Background: an optimization exercise with open tools, aiming at small area, a short achievable clock period and few clock cycles. Do not read the settings as production practice. RTL that was checked went through simulation tests only; none was proved equivalent to the original. Power figures rest on the tool's default switching activity, not on a simulated workload.

==> flow/design.v <==
module pipe_delay #(
  parameter int WIDTH = 1,
  parameter int DEPTH = 1
) (
  input  logic             clk,
  input  logic             xrst,
  input  logic [WIDTH-1:0] din,
  output logic [WIDTH-1:0] dout
);
  logic [WIDTH-1:0] stage [DEPTH];
  always_ff @(posedge clk) begin
    if (!xrst) begin
      for (int i = 0; i < DEPTH; i++) begin
        stage[i] <= '0;
      end
    end else begin
      stage[0] <= din;
      for (int i = 1; i < DEPTH; i++) begin
        stage[i] <= stage[i-1];
      end
    end
  end
  assign dout = stage[DEPTH-1];
endmodule
module line_mem (
  input  logic        clk,
  input  logic [4:0]  sel,
  input  logic [15:0] din,
  output logic [15:0] dout
);
  logic [15:0] s1;
  logic [15:0] s2  [2];
  logic [15:0] s4  [4];
  logic [15:0] s8  [8];
  logic [15:0] s12 [12];
  logic [15:0] m1, m2, m4, m8, r1, r2;
  always_ff @(posedge clk) begin
    s1 <= din;
    s2[0] <= m1;
    for (int i = 1; i < 2; i++) s2[i] <= s2[i-1];
    r1 <= m2;
    s4[0] <= r1;
    for (int i = 1; i < 4; i++) s4[i] <= s4[i-1];
    s8[0] <= m4;
    for (int i = 1; i < 8; i++) s8[i] <= s8[i-1];
    r2 <= m8;
    s12[0] <= r2;
    for (int i = 1; i < 12; i++) s12[i] <= s12[i-1];
  end
  assign m1   = sel[0] ? s1      : din;
  assign m2   = sel[1] ? s2[1]   : m1;
  assign m4   = sel[2] ? s4[3]   : r1;
  assign m8   = sel[3] ? s8[7]   : m4;
  assign dout = sel[4] ? s12[11] : r2;
endmodule
module window_shift (
  input  logic          clk,
  input  logic [15:0]   pixel,
  input  logic [4:0]    sel1,       
  input  logic [4:0]    sel0,
  input  logic [8:0]    tap_en,     
  output logic [143:0]  win         
);
  logic [15:0] w [9];               
  logic [15:0] u2, u1, u0;          
  logic [15:0] a1, a2, b1, b2;      
  logic [15:0] y1, y0;
  line_mem line1 (.clk(clk), .sel(sel1), .din(a2), .dout(y1));
  line_mem line0 (.clk(clk), .sel(sel0), .din(b2), .dout(y0));
  always_ff @(posedge clk) begin
    u2 <= pixel;
    a1 <= u2;
    a2 <= a1;
    u1 <= y1;
    b1 <= u1;
    b2 <= b1;
    u0 <= y0;
    w[8] <= tap_en[8] ? pixel : 16'd0;
    w[7] <= tap_en[7] ? u2    : 16'd0;
    w[6] <= tap_en[6] ? w[7]  : 16'd0;
    w[5] <= tap_en[5] ? y1    : 16'd0;
    w[4] <= tap_en[4] ? u1    : 16'd0;
    w[3] <= tap_en[3] ? w[4]  : 16'd0;
    w[2] <= tap_en[2] ? y0    : 16'd0;
    w[1] <= tap_en[1] ? u0    : 16'd0;
    w[0] <= tap_en[0] ? w[1]  : 16'd0;
  end
  always_comb begin
    for (int t = 0; t < 9; t++)
      win[t*16 +: 16] = w[t];
  end
endmodule
module linebuf_ctrl (
  input  logic        clk,
  input  logic        xrst,
  input  logic [5:0]  img_size,
  input  logic [5:0]  fil_size,
  input  logic [5:0]  pad_size,
  input  logic        req,
  output logic        ack,
  output logic        ready,
  output logic [4:0]  sel1,
  output logic [4:0]  sel0,
  output logic [8:0]  tap_en,       
  output logic        start,
  output logic        valid,
  output logic        stop
);
  logic       pend_v;
  logic [5:0] pend_n;
  logic       pend_f1, pend_f2, pend_p1;
  logic       in_busy;
  logic [4:0] in_n1;               
  logic [4:0] in_per1;             
  logic [2:0] in_bub;              
  logic       in_f1, in_f2, in_p1;
  logic [5:0] in_r;                
  logic       in_r5;               
  logic [4:0] in_lsel;
  logic [4:0] icol, irow;          
  logic       coll, rowl, in_last;
  logic [5:0] hold;                
  logic [6:0] timer;               
  logic [4:0] sdly;
  logic       take, go, fire;
  logic [6:0] d0p1;
  logic       pend_wide;           
  logic [5:0] lin_d;
  logic       o_act;
  logic [4:0] wr, wc;              
  logic [4:0] o_per1;
  logic [2:0] o_vb;                
  logic [2:0] o_bub1;              
  logic       o_p1, o_last, o_n1is0;
  logic       wcl, r0m, r2m, c0m, c2m;
  logic       e_start, e_valid, e_stop;
  assign take      = req && ack;
  assign in_last   = coll && rowl;
  assign go        = pend_v && (!in_busy || in_last) && timer[6:1] == '0 &&
                     ((in_busy && in_last) ? in_r5 : hold <= 6'd6);
  assign fire      = timer == 7'd1;
  assign pend_wide = pend_f1 || pend_n >= 6'd5;
  assign d0p1      = pend_f1 ? 7'd7 :
                     !pend_wide ? (pend_p1 ? 7'd7 : 7'd13) :
                     pend_p1    ? {1'b0, pend_n} + 7'd2 : {pend_n, 1'b0} + 7'd3;
  assign lin_d     = (pend_f1 || pend_n <= 6'd5) ? 6'd0 : pend_n - 6'd5;
  always_ff @(posedge clk) begin
    if (!xrst) begin
      pend_v  <= 1'b0;
      ack     <= 1'b1;
      in_busy <= 1'b0;
      ready   <= 1'b0;
      hold    <= '0;
      timer   <= '0;
      sdly    <= '0;
    end else begin
      if (take) begin
        pend_v <= 1'b1;
        ack    <= 1'b0;
      end else if (go) begin
        pend_v <= 1'b0;
        ack    <= 1'b1;
      end
      if (go) begin
        in_busy <= 1'b1;
        ready   <= 1'b1;
      end else if (in_busy && in_last) begin
        in_busy <= 1'b0;
        ready   <= 1'b0;
      end else if (in_busy) begin
        ready   <= coll || (ready && icol != 5'(in_bub));
      end
      if (in_busy && in_last)
        hold <= in_r;
      else if (hold != '0)
        hold <= hold - 1'b1;
      if (go)
        timer <= d0p1;
      else if (timer != '0)
        timer <= timer - 1'b1;
      sdly <= {sdly[3:0], go};
    end
  end
  always_ff @(posedge clk) begin
    if (take) begin
      pend_n  <= img_size;
      pend_f1 <= fil_size[1:0] == 2'd1;
      pend_f2 <= fil_size[1:0] == 2'd2;
      pend_p1 <= pad_size[0];
    end
  end
  always_ff @(posedge clk) begin
    if (go) begin
      in_n1   <= 5'(pend_n - 6'd1);
      in_per1 <= pend_wide ? 5'(pend_n - 6'd1) : 5'd4;
      in_bub  <= pend_wide ? 3'd0 : 3'(6'd5 - pend_n);
      in_f1   <= pend_f1;
      in_f2   <= pend_f2;
      in_p1   <= pend_p1;
      in_r    <= pend_f1 ? 6'd7 : (pend_p1 || pend_f2) ? pend_n + 6'd2 : 6'd1;
      in_r5   <= !pend_f1 && ((!pend_p1 && !pend_f2) || pend_n <= 6'd3);
      in_lsel <= (lin_d >= 6'd12) ? {1'b1, 4'(lin_d - 6'd12)} : {1'b0, lin_d[3:0]};
      icol    <= pend_wide ? 5'(pend_n - 6'd1) : 5'd4;
      irow    <= 5'(pend_n - 6'd1);
      coll    <= pend_f1 && pend_n == 6'd1;
      rowl    <= pend_n == 6'd1;
    end else if (in_busy) begin
      if (coll) begin
        icol <= in_per1;
        irow <= irow - 1'b1;
        coll <= in_per1 == '0;
        rowl <= irow == 5'd1;
      end else begin
        icol <= icol - 1'b1;
        coll <= icol == 5'd1;
      end
    end
  end
  always_ff @(posedge clk) begin
    if (sdly[3])
      sel1 <= in_lsel;
    if (sdly[4])
      sel0 <= sel1;
  end
  assign o_last = wr == '0 && wc == 5'(o_vb);
  always_ff @(posedge clk) begin
    if (!xrst) begin
      o_act   <= 1'b0;
      e_start <= 1'b0;
      e_valid <= 1'b0;
      e_stop  <= 1'b0;
      start   <= 1'b0;
      valid   <= 1'b0;
      stop    <= 1'b0;
    end else begin
      if (fire) begin
        o_act   <= 1'b1;
        e_start <= 1'b1;
        e_valid <= 1'b1;
        e_stop  <= 1'b0;
      end else if (o_act) begin
        e_start <= 1'b0;
        if (o_last) begin
          o_act   <= 1'b0;
          e_valid <= 1'b0;
          e_stop  <= 1'b1;
        end else begin
          e_valid <= wcl || (e_valid && wc != 5'(o_vb));
        end
      end else begin
        e_start <= 1'b0;
        e_valid <= 1'b0;
        e_stop  <= 1'b0;
      end
      start <= e_start;
      valid <= e_valid;
      stop  <= e_stop;
    end
  end
  always_ff @(posedge clk) begin
    if (fire) begin
      wr      <= (in_f1 || in_p1) ? in_n1 : in_f2 ? 5'(in_n1 - 1'b1) : 5'(in_n1 - 2'd2);
      wc      <= in_per1;
      o_per1  <= in_per1;
      o_vb    <= in_bub + ((in_f1 || in_p1) ? 3'd0 : in_f2 ? 3'd1 : 3'd2);
      o_bub1  <= in_bub + 1'b1;
      o_n1is0 <= in_n1 == '0;
      wcl     <= in_per1 == '0;
      r0m     <= 1'b1;
      r2m     <= in_n1 == '0;
      c0m     <= 1'b1;
      c2m     <= in_n1 == '0;
      o_p1    <= in_p1;
    end else if (wcl) begin
      wc  <= o_per1;
      wr  <= wr - 1'b1;
      wcl <= o_per1 == '0;
      r0m <= 1'b0;
      r2m <= wr == 5'd1;
      c0m <= 1'b1;
      c2m <= o_n1is0;
    end else begin
      wc  <= wc - 1'b1;
      wcl <= wc == 5'd1;
      c0m <= 1'b0;
      c2m <= wc == 5'(o_bub1);
    end
  end
  always_comb begin
    for (int r = 0; r < 3; r++)
      for (int c = 0; c < 3; c++)
        tap_en[r*3+c] = !(o_act && o_p1 &&
                          ((r == 0 && r0m) || (r == 2 && r2m) ||
                           (c == 0 && c0m) || (c == 2 && c2m)));
  end
endmodule
module linebuf_pad_top (
  input  logic          clk,
  input  logic          xrst,
  input  logic [5:0]    img_size,
  input  logic [5:0]    fil_size,
  input  logic [5:0]    pad_size,
  input  logic          req,
  input  logic [15:0]   pixel,
  output logic          ack,
  output logic          ready,
  output logic [143:0]  win,      
  output logic          start,
  output logic          valid,
  output logic          stop
);
  logic [4:0] sel1, sel0;
  logic [8:0] tap_en;
  linebuf_ctrl ctrl_unit (
    .clk      (clk),
    .xrst     (xrst),
    .img_size (img_size),
    .fil_size (fil_size),
    .pad_size (pad_size),
    .req      (req),
    .ack      (ack),
    .ready    (ready),
    .sel1     (sel1),
    .sel0     (sel0),
    .tap_en   (tap_en),
    .start    (start),
    .valid    (valid),
    .stop     (stop)
  );
  window_shift win_shift (
    .clk      (clk),
    .pixel    (pixel),
    .sel1     (sel1),
    .sel0     (sel0),
    .tap_en   (tap_en),
    .win      (win)
  );
endmodule
clock: 6.0 ns
lec_check: 0
cap_margin: 20
core_margin: 2
core_utilization: 65
cts_buf_list: sky130_fd_sc_hd__clkbuf_16
cts_cluster_diameter: 80
cts_cluster_size: 30
setup_slack_margin: 3.8
slew_margin: 20
run.sh (not shown) runs the stock make flow with config.mk's settings and CLKGATE_MAP_FILE= SYNTH_SCRIPT=/design/flow/synth_recipe.tcl, a recipe that flattens the netlist after the stock synthesis.
==> next run, changes <==
--- a/flow/design.v
+++ b/flow/design.v
@@ -107,8 +107,9 @@
   output logic        stop
 );
   logic       pend_v;
-  logic [5:0] pend_n;
+  logic [4:0] pend_n1;             
   logic       pend_f1, pend_f2, pend_p1;
+  logic       pend_wide;           
   logic       in_busy;
   logic [4:0] in_n1;               
   logic [4:0] in_per1;             
@@ -116,7 +117,6 @@
   logic       in_f1, in_f2, in_p1;
   logic [5:0] in_r;                
   logic       in_r5;               
-  logic [4:0] in_lsel;
   logic [4:0] icol, irow;          
   logic       coll, rowl, in_last;
   logic [5:0] hold;                
@@ -124,8 +124,7 @@
   logic [4:0] sdly;
   logic       take, go, fire;
   logic [6:0] d0p1;
-  logic       pend_wide;           
-  logic [5:0] lin_d;
+  logic [4:0] lin_d;
   logic       o_act;
   logic [4:0] wr, wc;              
   logic [4:0] o_per1;
@@ -139,11 +138,10 @@
   assign go        = pend_v && (!in_busy || in_last) && timer[6:1] == '0 &&
                      ((in_busy && in_last) ? in_r5 : hold <= 6'd6);
   assign fire      = timer == 7'd1;
-  assign pend_wide = pend_f1 || pend_n >= 6'd5;
   assign d0p1      = pend_f1 ? 7'd7 :
                      !pend_wide ? (pend_p1 ? 7'd7 : 7'd13) :
-                     pend_p1    ? {1'b0, pend_n} + 7'd2 : {pend_n, 1'b0} + 7'd3;
-  assign lin_d     = (pend_f1 || pend_n <= 6'd5) ? 6'd0 : pend_n - 6'd5;
+                     pend_p1    ? {2'b0, pend_n1} + 7'd3 : {1'b0, pend_n1, 1'b0} + 7'd5;
+  assign lin_d     = (in_f1 || in_n1 <= 5'd4) ? 5'd0 : in_n1 - 5'd4;
   always_ff @(posedge clk) begin
     if (!xrst) begin
       pend_v  <= 1'b0;
@@ -183,7 +181,8 @@
   end
   always_ff @(posedge clk) begin
     if (take) begin
-      pend_n  <= img_size;
+      pend_n1   <= 5'(img_size - 6'd1);
+      pend_wide <= fil_size[1:0] == 2'd1 || img_size >= 6'd5;
       pend_f1 <= fil_size[1:0] == 2'd1;
       pend_f2 <= fil_size[1:0] == 2'd2;
       pend_p1 <= pad_size[0];
@@ -191,19 +190,18 @@
   end
   always_ff @(posedge clk) begin
     if (go) begin
-      in_n1   <= 5'(pend_n - 6'd1);
-      in_per1 <= pend_wide ? 5'(pend_n - 6'd1) : 5'd4;
-      in_bub  <= pend_wide ? 3'd0 : 3'(6'd5 - pend_n);
+      in_n1   <= pend_n1;
+      in_per1 <= pend_wide ? pend_n1 : 5'd4;
+      in_bub  <= pend_wide ? 3'd0 : 3'(3'd4 - pend_n1[2:0]);
       in_f1   <= pend_f1;
       in_f2   <= pend_f2;
       in_p1   <= pend_p1;
-      in_r    <= pend_f1 ? 6'd7 : (pend_p1 || pend_f2) ? pend_n + 6'd2 : 6'd1;
-      in_r5   <= !pend_f1 && ((!pend_p1 && !pend_f2) || pend_n <= 6'd3);
-      in_lsel <= (lin_d >= 6'd12) ? {1'b1, 4'(lin_d - 6'd12)} : {1'b0, lin_d[3:0]};
-      icol    <= pend_wide ? 5'(pend_n - 6'd1) : 5'd4;
-      irow    <= 5'(pend_n - 6'd1);
-      coll    <= pend_f1 && pend_n == 6'd1;
-      rowl    <= pend_n == 6'd1;
+      in_r    <= pend_f1 ? 6'd7 : (pend_p1 || pend_f2) ? {1'b0, pend_n1} + 6'd3 : 6'd1;
+      in_r5   <= !pend_f1 && ((!pend_p1 && !pend_f2) || pend_n1 <= 5'd2);
+      icol    <= pend_wide ? pend_n1 : 5'd4;
+      irow    <= pend_n1;
+      coll    <= pend_f1 && pend_n1 == '0;
+      rowl    <= pend_n1 == '0;
     end else if (in_busy) begin
       if (coll) begin
         icol <= in_per1;
@@ -218,7 +216,7 @@
   end
   always_ff @(posedge clk) begin
     if (sdly[3])
-      sel1 <= in_lsel;
+      sel1 <= (lin_d >= 5'd12) ? {1'b1, 4'(lin_d - 5'd12)} : {1'b0, lin_d[3:0]};
     if (sdly[4])
       sel0 <= sel1;
   end
Effect: Clock-buffer cell count climbs by 2; first-iteration DRC count drops by 9.0%; total power climbs by 3.8%; global-route usage is about the same; sequential power climbs by about 2%; synthesized cell count drops by 1.3%; register-to-register slack improved by 0.21 ns; wire length drops by 0.49%; hold slack got worse by 0.014 ns.
Testbench counts after the change, summed over its fixed seeds: cycles 22,692.
No functional check of the RTL was part of the first run of this note.

-- afterwards: timing with drivers on the ports --
The results above use ideal ports. As a check the final layouts listed here were re-extracted and re-timed, cells and wires unchanged.
Step 1 assumes that a clkbuf_16 drives the clock port and a buf_2 every other input.
Step 2 adds t to the input delays and takes it off the output delays; t is the mean of the earliest and latest rising clock arrival at the registers after step 1. Input paths then give back, and output paths get back, about the clock's delay inside the block.
a / b / c = ideal ports / drivers / drivers and shift; a / b = the first two.
run	t (ns)	slack for setup (ns)	latest minus earliest clock arrival (ns)	slew at the worst register clock pin (ns)	worst data-port slew with drivers (ns)
the first run	0.669	3.672 / 3.626 / 3.309	0.023 / 0.023	0.11 / 0.11	0.05
the second run	0.669	3.688 / 3.632 / 3.300	0.024 / 0.024	0.11 / 0.11	0.14
After both steps every run listed still meets setup and hold. The setup slack of the second run, which loses most, moves by -0.056 ns with the drivers and by -0.388 ns with both steps.
